From an optimization exercise on the open Yosys and OpenROAD flow, aimed at small area, a short achievable clock period and few clock cycles per item; shortcuts taken in it are not production practice. RTL that was checked went through simulation tests only; none was proved equivalent to the original.

==> flow/design.v (excerpt) <==
module barometer_pressure_compensation_unit (
    input  wire logic        clk,
    input  wire logic        rst_n,
    input  wire logic        s_tvalid,
    output logic             s_tready,
    input  wire logic [23:0] s_tdata,
    output logic             m_tvalid,
    input  wire logic        m_tready,
    output logic [23:0]      m_tdata,
    output logic [0:0]       m_tuser,
    input  wire logic        cfg_we,
    input  wire logic [bpc_pkg::CFG_ADDR_BITS-1:0] cfg_addr,
    input  wire logic [bpc_pkg::COEF_BITS-1:0]     cfg_wdata
);
    logic signed [15:0] a0_reg;
    logic signed [15:0] b1_reg;
    logic signed [15:0] b2_reg;
    logic signed [13:0] c12_reg;
    logic signed [17:0] b2x3_reg;     
    logic signed [15:0] c12x3_reg;    
    logic [3:0]  ok_reg;
    logic        a0_ok, b1_ok, b2_ok, c12_ok;
    logic [15:0] a0_g, b1_g;
    logic [3:0]  vld;
    logic        en;
    logic [9:0]  p1_reg, t1_reg;
    logic [3:0]  tk_next, tk2_reg;
    logic [11:0] temp_next;
    logic [25:0] x_next, x2_reg;
    logic [27:0] y_next, y2_reg;
    logic [9:0]  p2_reg, t2_reg;
    logic [18:0]  lo_sum;
    logic        c3_reg;
    logic [26-1:0] ra3_reg, rb3_reg;
  ...
For scale: ~74 I/O pins, about 29000 sq um of cells after synthesis.
clock: 7.5 ns
lec_check: 0
abc_area: 1
cap_margin: 20
core_margin: 2
core_utilization: 40
cts_buf_list: sky130_fd_sc_hd__clkbuf_4
setup_slack_margin: 2.5
slew_margin: 20
standard.sh (not shown) runs the stock make flow with config.mk's settings and CLKGATE_MAP_FILE= SYNTH_SCRIPT=/design/flow/synth_recipe.tcl, a recipe that flattens the netlist after the stock synthesis.
==> flow/flow/run.sh <==
#!/bin/bash
# The standard layout, with one step added between synthesis and floorplan:
# polarity.py removes inverters around the full-adder cells of the synthesized
# netlist (a full adder complements both outputs when its three inputs are
# complemented, so each fa cell can take its inputs in whichever polarity needs
# fewer inverters), and gives each fa cell's latest-arriving input its carry
# input pin, the fastest of the three (the cell is symmetric in them). Registers, cells other than inverters and every other step
# are the standard flow's, except that the ports are buffered with buf_2 cells
# (BUFFER_PORTS_ARGS) rather than the slow delay-buffer cell the resizer picks.
set -euo pipefail
res=orfs/results/${FLOW_PLATFORM}/barometer_pressure_compensation_unit/base
bash standard.sh synth > standard_synth.log 2>&1
cp "$res/1_2_yosys.v" synth_netlist.v
python3 flow/polarity.py synth_netlist.v "$res/1_2_yosys.v" > polarity.log 2>&1
touch "$res/1_2_yosys.v"
bash standard.sh "BUFFER_PORTS_ARGS=-buffer_cell sky130_fd_sc_hd__buf_2" finish > standard_finish.log 2>&1
Other scripts of this flow, unchanged in this note and not shown: flow/flow/polarity.py
Change:
--- a/flow/design.v
+++ b/flow/design.v
@@ -43,21 +43,21 @@
     logic [3:0]  vld;
     logic        en;
     logic [9:0]  p1_reg, t1_reg;
     logic [3:0]  tk_next, tk2_reg;
     logic [11:0] temp_next;
     logic [25:0] x_next, x2_reg;
     logic [27:0] y_next, y2_reg;
     logic [9:0]  p2_reg, t2_reg;
-    logic [18:0]  lo_sum;
+    logic [16:0]  lo_sum;
     logic        c3_reg;
-    logic [26-1:0] ra3_reg, rb3_reg;
+    logic [28-1:0] ra3_reg, rb3_reg;
     logic [11:0] temp3_reg;
-    logic [26-1:0] s_full;
+    logic [28-1:0] s_full;
     logic [25:0] v;
     logic        clip_lo4_reg, clip_hi4_reg;
     logic [12:0] hl;
     logic [11:0] h4_reg;
     logic [2:0]  g4_reg;
     logic        c4_reg;
     logic [11:0] temp4_reg;
     logic [12:0] q2;
@@ -1243,19 +1243,19 @@
     wire [43:0] tc_rb = {tc_s78, tc_s76, tc_s74, tc_s72, tc_s70, tc_s68, tc_s66, tc_s64, tc_s62, tc_s60, tc_s58, tc_s56, tc_s54, tc_s52, tc_s50, tc_s48, tc_s46, tc_s44, tc_s42, tc_s40, tc_s38, tc_s36, tc_s34, tc_s32, tc_s30, tc_s28, tc_s26, tc_s24, tc_s22, tc_s20, tc_s18, tc_s16, tc_s14, tc_s12, tc_s10, tc_s8, tc_s6, 1'b0, tc_s2, tc_s1, tc_s0, tb_rb[2], tb_rb[1], tb_rb[0]};
     assign x_next = ta_ra + ta_rb;
     assign y_next = ty_ra + ty_rb;
     assign tk_next = 4'(t1_reg >= 10'd17)  + 4'(t1_reg >= 10'd124) + 4'(t1_reg >= 10'd231)
                    + 4'(t1_reg >= 10'd338) + 4'(t1_reg >= 10'd445) + 4'(t1_reg >= 10'd552)
                    + 4'(t1_reg >= 10'd659) + 4'(t1_reg >= 10'd766) + 4'(t1_reg >= 10'd873)
                    + 4'(t1_reg >= 10'd980);
     assign temp_next = bpc_pkg::T_BASE + 12'(tk2_reg) - 12'(t2_reg) - 12'({t2_reg, 1'b0});
-    assign lo_sum = {1'b0, tc_ra[18-1:0]} + {1'b0, tc_rb[18-1:0]};
-    assign s_full = ra3_reg + rb3_reg + 26'(c3_reg);
-    assign v      = s_full[26-1:0];
+    assign lo_sum = {1'b0, tc_ra[16-1:0]} + {1'b0, tc_rb[16-1:0]};
+    assign s_full = ra3_reg + rb3_reg + 28'(c3_reg);
+    assign v      = s_full[28-1:2];
     assign hl     = 13'(v[21:10]) + 13'(v[9:0]);
     always_comb
     begin
         q2 = {h4_reg, 1'b1} + {9'd0, g4_reg, c4_reg};
         if (clip_lo4_reg)
             pres = 12'd0;
         else if (clip_hi4_reg)
             pres = 12'd4095;
@@ -1268,19 +1268,19 @@
         begin
             p1_reg       <= s_tdata[9:0];
             t1_reg       <= s_tdata[19:10];
             x2_reg       <= x_next;
             y2_reg       <= y_next;
             p2_reg       <= p1_reg;
             t2_reg       <= t1_reg;
             tk2_reg      <= tk_next;
-            c3_reg       <= lo_sum[18];
-            ra3_reg      <= tc_ra[43:18];
-            rb3_reg      <= tc_rb[43:18];
+            c3_reg       <= lo_sum[16];
+            ra3_reg      <= tc_ra[43:16];
+            rb3_reg      <= tc_rb[43:16];
             temp3_reg    <= temp_next;
             clip_lo4_reg <= v[25];
             clip_hi4_reg <= !v[25] && ((|v[24:22]) || (&v[21:12]));
             h4_reg       <= v[21:10];
             g4_reg       <= hl[12:10];
             c4_reg       <= (&hl[9:3]) && (4'(hl[2:0]) + 4'(hl[12:10]) >= 4'd7);
             temp4_reg    <= temp3_reg;
         end
Effect: The changed run finished with timing, DRC and antenna clean; synthesized cell count hardly moves; wire length increases by 1.7%; via count increases by 0.92%; fmax increases by 4.6%; cell area increases by 0.83%; global-route usage stays flat; clock-buffer cell count increases by 10.
Testbench counts after the change, summed over its fixed seeds: cycles 12,032, items 12,000.
The RTL of the first run of this note was laid out without a check of its function.


the reference run:
barometer_pressure_compensation_unit, a different RTL version from the one above (not shown whole).
Size: about 320 flip-flops, about 74 I/O pins, ~32,000 um^2 of cells after synthesis.
// barometer_pressure_compensation_unit
module barometer_pressure_compensation_unit (
    input  wire logic        clk,
    input  wire logic        rst_n,
    input  wire logic        s_tvalid,
    output logic             s_tready,
    input  wire logic [23:0] s_tdata,
    output logic             m_tvalid,
    input  wire logic        m_tready,
    output logic [23:0]      m_tdata,
    output logic [0:0]       m_tuser,
    input  wire logic        cfg_we,
    input  wire logic [bpc_pkg::CFG_ADDR_BITS-1:0] cfg_addr,
    input  wire logic [bpc_pkg::COEF_BITS-1:0]     cfg_wdata
);
    logic [16:0] a0x_reg;     
    logic [16:0] b1x_reg;     
    logic signed [15:0] b2_reg;
    logic signed [13:0] c12_reg;
    logic signed [17:0] b2x3_reg;     
    logic signed [15:0] c12x3_reg;    
    logic [3:0]  ok_reg;
    logic        a0_ok, b1_ok, b2_ok, c12_ok;
    logic [16:0] a0_e, b1_e;
    logic [3:0]  vld;
    logic        en;
    logic [9:0]  p1_reg, t1_reg;
    logic [3:0]  tk_next, tk2_reg;
    logic [11:0] temp_next;
    logic [25:0] x_next, x2_reg;
    logic [27:0] y_next, y2_reg;
    logic [9:0]  p2_reg, t2_reg;
    logic [44-1:0] ra3_reg, rb3_reg;
    logic [11:0] temp3_reg;
    logic [44-1:0] s_full;
    logic [25:0] v;
    logic        clip_lo4_reg, clip_hi4_reg;
    logic [12:0] hl;
    logic [11:0] h4_reg;
    logic [2:0]  g4_reg;
    logic        c4_reg;
    logic [11:0] temp4_reg;
    logic [12:0] q2;
    logic [11:0] pres;
    assign en       = !vld[3] || m_tready;
    assign s_tready = en;
    assign m_tvalid = vld[3];
    assign m_tdata  = {temp4_reg, pres};
    assign m_tuser  = clip_lo4_reg || clip_hi4_reg;
    always_ff @(posedge clk or negedge rst_n)
    begin
        if (!rst_n)
            ok_reg <= '0;
        else if (cfg_we)
            ok_reg[cfg_addr] <= 1'b1;
    end
    always_ff @(posedge clk)
    begin
        if (cfg_we)
        begin
            case (cfg_addr)
                bpc_pkg::REG_A0:  a0x_reg <= 17'($signed(cfg_wdata)) + 17'd109248;
                bpc_pkg::REG_B1:  b1x_reg <= 17'($signed(cfg_wdata)) + 17'd109248;
                bpc_pkg::REG_B2:
                begin
                    b2_reg   <= cfg_wdata;
                    b2x3_reg <= 18'($signed(cfg_wdata)) + (18'($signed(cfg_wdata)) <<< 1);
                end
                bpc_pkg::REG_C12:
                begin
                    c12_reg   <= cfg_wdata[bpc_pkg::C12_BITS-1:0];
  ...
clock: 7.5 ns
lec_check: 0
abc_area: 1
cap_margin: 20
core_margin: 2
core_utilization: 40
setup_slack_margin: 2.5
slew_margin: 20
run.sh (not shown) runs the stock make flow with config.mk's settings and CLKGATE_MAP_FILE= SYNTH_SCRIPT=/design/flow/synth_recipe.tcl, a recipe that flattens the netlist after the stock synthesis.
Stock flow here: none of the scripts above is used.
### the reference run -> the trial run
--- a/flow/design.v
+++ b/flow/design.v
@@ -42,21 +42,22 @@
     logic [16:0] a0_e, b1_e;
     logic [3:0]  vld;
     logic        en;
     logic [9:0]  p1_reg, t1_reg;
     logic [3:0]  tk_next, tk2_reg;
     logic [11:0] temp_next;
     logic [25:0] x_next, x2_reg;
     logic [27:0] y_next, y2_reg;
     logic [9:0]  p2_reg, t2_reg;
-    logic [44-1:0] ra3_reg, rb3_reg;
+    logic        c3_reg;
+    logic [38-1:0] ra3_reg, rb3_reg;
     logic [11:0] temp3_reg;
-    logic [44-1:0] s_full;
+    logic [38-1:0] s_full;
     logic [25:0] v;
     logic        clip_lo4_reg, clip_hi4_reg;
     logic [12:0] hl;
     logic [11:0] h4_reg;
     logic [2:0]  g4_reg;
     logic        c4_reg;
     logic [11:0] temp4_reg;
     logic [12:0] q2;
     logic [11:0] pres;
@@ -1220,20 +1221,27 @@
     wire [43:0] tc_ra = {tc_c76, tc_c74, tc_c72, tc_c70, tc_c68, tc_c66, tc_c64, tc_c62, tc_c60, tc_c58, tc_c56, tc_c54, tc_c52, tc_c50, tc_c48, tc_c46, tc_c44, tc_c42, tc_c40, tc_c38, tc_c36, tc_c34, tc_c32, tc_c30, tc_c28, tc_c26, tc_c24, tc_c22, tc_c20, tc_c18, tc_c16, tc_c14, tc_c12, tb_ra[10], tc_c8, tc_c6, tc_c4, tc_s4, tb_ra[5], tb_ra[4], tb_rb[3], tb_ra[2], tb_ra[1], tb_ra[0]};
     wire [43:0] tc_rb = {tc_s78, tc_s76, tc_s74, tc_s72, tc_s70, tc_s68, tc_s66, tc_s64, tc_s62, tc_s60, tc_s58, tc_s56, tc_s54, tc_s52, tc_s50, tc_s48, tc_s46, tc_s44, tc_s42, tc_s40, tc_s38, tc_s36, tc_s34, tc_s32, tc_s30, tc_s28, tc_s26, tc_s24, tc_s22, tc_s20, tc_s18, tc_s16, tc_s14, tc_s12, tc_s10, tc_s8, tc_s6, 1'b0, tc_s2, tc_s1, tc_s0, tb_rb[2], tb_rb[1], tb_rb[0]};
     assign x_next = ta_ra + ta_rb;
     assign y_next = ty_ra + ty_rb;
     assign tk_next = 4'(t1_reg >= 10'd17)  + 4'(t1_reg >= 10'd124) + 4'(t1_reg >= 10'd231)
                    + 4'(t1_reg >= 10'd338) + 4'(t1_reg >= 10'd445) + 4'(t1_reg >= 10'd552)
                    + 4'(t1_reg >= 10'd659) + 4'(t1_reg >= 10'd766) + 4'(t1_reg >= 10'd873)
                    + 4'(t1_reg >= 10'd980);
     assign temp_next = bpc_pkg::T_BASE + 12'(tk2_reg) - 12'(t2_reg) - 12'({t2_reg, 1'b0});
-    assign s_full = ra3_reg + rb3_reg;
-    assign v      = s_full[44-1:18];
+    logic [6:0] lo_sum;
+    assign lo_sum = {1'b0, tc_ra[5:0]} + {1'b0, tc_rb[5:0]};
+    always_ff @(posedge clk)
+    begin
+        if (en)
+            c3_reg <= lo_sum[6];
+    end
+    assign s_full = ra3_reg + rb3_reg + 38'(c3_reg);
+    assign v      = s_full[38-1:12];
     assign hl     = 13'(v[21:10]) + 13'(v[9:0]);
     always_comb
     begin
         q2 = {h4_reg, 1'b1} + {9'd0, g4_reg, c4_reg};
         if (clip_lo4_reg)
             pres = 12'd0;
         else if (clip_hi4_reg)
             pres = 12'd4095;
         else
@@ -1244,20 +1252,20 @@
         if (en)
         begin
             p1_reg       <= s_tdata[9:0];
             t1_reg       <= s_tdata[19:10];
             x2_reg       <= x_next;
             y2_reg       <= y_next;
             p2_reg       <= p1_reg;
             t2_reg       <= t1_reg;
             tk2_reg      <= tk_next;
-            ra3_reg      <= tc_ra[43:0];
-            rb3_reg      <= tc_rb[43:0];
+            ra3_reg      <= tc_ra[43:6];
+            rb3_reg      <= tc_rb[43:6];
             temp3_reg    <= temp_next;
             clip_lo4_reg <= v[25];
             clip_hi4_reg <= !v[25] && ((|v[24:22]) || (&v[21:12]));
             h4_reg       <= v[21:10];
             g4_reg       <= hl[12:10];
             c4_reg       <= (&hl[9:3]) && (4'(hl[2:0]) + 4'(hl[12:10]) >= 4'd7);
             temp4_reg    <= temp3_reg;
         end
     end
--- outcome ---
The trial run finished every stage and its layout cleared the timing, DRC and antenna checks.
| worst path arrival time | higher: the reference run |
Comparing the reference run and the trial run, the higher net count of the mapped netlist is on the trial run.
Library cell contributing the largest single delay on the critical path: fa_2 -> the trial run, edfxtp_1 -> the reference run
From the reference run to the trial run, setup total negative slack did not move at all.
The reference run → the trial run: fraction of registers with async set/reset roughly the same.
Diff the reference run -> the trial run | clock-buffer cell count | down by a few percent
Sort the reference run and the trial run by register share of the cell area, descending, and the trial run comes first.
Function was not checked in any run of this note: the RTL went through the layout flow alone.


Another version of the RTL of barometer_pressure_compensation_unit (not shown whole).
For scale: ~3,000 cells after synthesis, roughly 74 I/O pins.
==> flow/config.mk <==
export PLATFORM = sky130hd
export DESIGN_NAME = barometer_pressure_compensation_unit
export DESIGN_NICKNAME = barometer_pressure_compensation_unit
export VERILOG_FILES = /design/flow/design.v
export SDC_FILE = /design/flow/constraint.sdc
export NUM_CORES = 4
export LEC_CHECK = 0
export ABC_AREA = 1
export CAP_MARGIN = 20
export CORE_MARGIN = 2
export CORE_UTILIZATION = 40
export SETUP_SLACK_MARGIN = 2.5
export SLEW_MARGIN = 20
==> flow/constraint.sdc <==
create_clock -name core_clock -period 7.5 [get_ports {clk}]
set_input_delay 1.5000 -clock core_clock [delete_from_list [all_inputs] [get_ports {clk}]]
set_output_delay 1.5000 -clock core_clock [all_outputs]
set_load 0.01 [all_outputs]
standard.sh (not shown) runs the stock make flow with config.mk's settings and CLKGATE_MAP_FILE= SYNTH_SCRIPT=/design/flow/synth_recipe.tcl, a recipe that flattens the netlist after the stock synthesis.
Scripts as last shown in full above: flow/flow/run.sh
Other scripts of this flow, unchanged in this note and not shown: flow/flow/polarity.py
The first run completed without violations.
Then changed:
--- a/flow/design.v
+++ b/flow/design.v
@@ -53,20 +53,18 @@
     logic [28-1:0] ra3_reg, rb3_reg;
     logic [11:0] temp3_reg;
     logic [28-1:0] s_full;
     logic [25:0] v;
     logic        clip_lo4_reg, clip_hi4_reg;
     logic [12:0] hl;
     logic [11:0] h4_reg;
     logic [2:0]  g4_reg;
-    logic        r4_ones_reg;
-    logic [2:0]  r4_low_reg;
+    logic        c4_reg;
     logic [11:0] temp4_reg;
-    logic        c;
     logic [12:0] q2;
     logic [11:0] pres;
     assign en       = !vld[3] || m_tready;
     assign s_tready = en;
     assign m_tvalid = vld[3];
     assign m_tdata  = {temp4_reg, pres};
     assign m_tuser  = clip_lo4_reg || clip_hi4_reg;
     always_ff @(posedge clk or negedge rst_n)
@@ -1251,18 +1249,17 @@
                    + 4'(t1_reg >= 10'd980);
     assign temp_next = bpc_pkg::T_BASE + 12'(tk2_reg) - 12'(t2_reg) - 12'({t2_reg, 1'b0});
     assign lo_sum = {1'b0, tc_ra[16-1:0]} + {1'b0, tc_rb[16-1:0]};
     assign s_full = ra3_reg + rb3_reg + 28'(c3_reg);
     assign v      = s_full[28-1:2];
     assign hl     = 13'(v[21:10]) + 13'(v[9:0]);
     always_comb
     begin
-        c  = r4_ones_reg && (4'(r4_low_reg) + 4'(g4_reg) >= 4'd7);
-        q2 = {h4_reg, 1'b1} + {9'd0, g4_reg, c};
+        q2 = {h4_reg, 1'b1} + {9'd0, g4_reg, c4_reg};
         if (clip_lo4_reg)
             pres = 12'd0;
         else if (clip_hi4_reg)
             pres = 12'd4095;
         else
             pres = q2[12:1];
     end
     always_ff @(posedge clk)
@@ -1279,15 +1276,14 @@
             c3_reg       <= lo_sum[16];
             ra3_reg      <= tc_ra[43:16];
             rb3_reg      <= tc_rb[43:16];
             temp3_reg    <= temp_next;
             clip_lo4_reg <= v[25];
             clip_hi4_reg <= !v[25] && ((|v[24:22]) || (&v[21:12]));
             h4_reg       <= v[21:10];
             g4_reg       <= hl[12:10];
-            r4_ones_reg  <= &hl[9:3];
-            r4_low_reg   <= hl[2:0];
+            c4_reg       <= (&hl[9:3]) && (4'(hl[2:0]) + 4'(hl[12:10]) >= 4'd7);
             temp4_reg    <= temp3_reg;
         end
     end
 endmodule
 `default_nettype wire
What happened:
- The new run completed without violations
- final area goes down by 0.39%
- final cell count came out lower by 0.63%
- clock-buffer cell count rises by 9
- global-route usage rose by 0.24 points
- wire length increases by 1.5%
Testbench counts after the change, summed over its fixed seeds: cycles 12,032, items 12,000.
The RTL of the first run of this note was laid out without a check of its function.

-- separate check: timing with driven ports --
The results above use ideal ports. As a check the final layouts listed here were re-extracted and re-timed, cells and wires unchanged.
Step 1 sets driving cells, clkbuf_16 on the clock port and buf_2 on the other inputs (assumed; they add their load-dependent delay and slew).
Step 2 adds t to the input delays and takes it off the output delays; t is the mean of the earliest and latest rising clock arrival at the registers after step 1. Input paths then give back, and output paths get back, about the clock's delay inside the block.
Slacks: ideal ports / drivers / drivers and shift; pairs: ideal ports / drivers.
| run | shift t [ns] | setup WS [ns] | worst hold slack (ns) |
|---|---|---|---|
| the first run of note 1 | 0.849 | 2.406 / 2.406 / 2.406 | 0.403 / 0.403 / 0.403 |
| the second run of note 1 | 0.868 | 2.632 / 2.632 / 2.632 | 0.402 / 0.402 / 0.402 |
| the reference run | 0.635 | 2.526 / 2.526 / 2.526 | 0.393 / 0.393 / 0.393 |
| the trial run | 0.608 | 2.658 / 2.658 / 2.658 | 0.415 / 0.415 / 0.415 |
| the first run of note 3 | 0.613 | 2.581 / 2.516 / 2.647 | 0.414 / 0.414 / 0.414 |
| the second run of note 3 | 0.617 | 2.574 / 2.574 / 2.574 | 0.407 / 0.407 / 0.407 |
After both steps setup and hold are still met in every run listed.
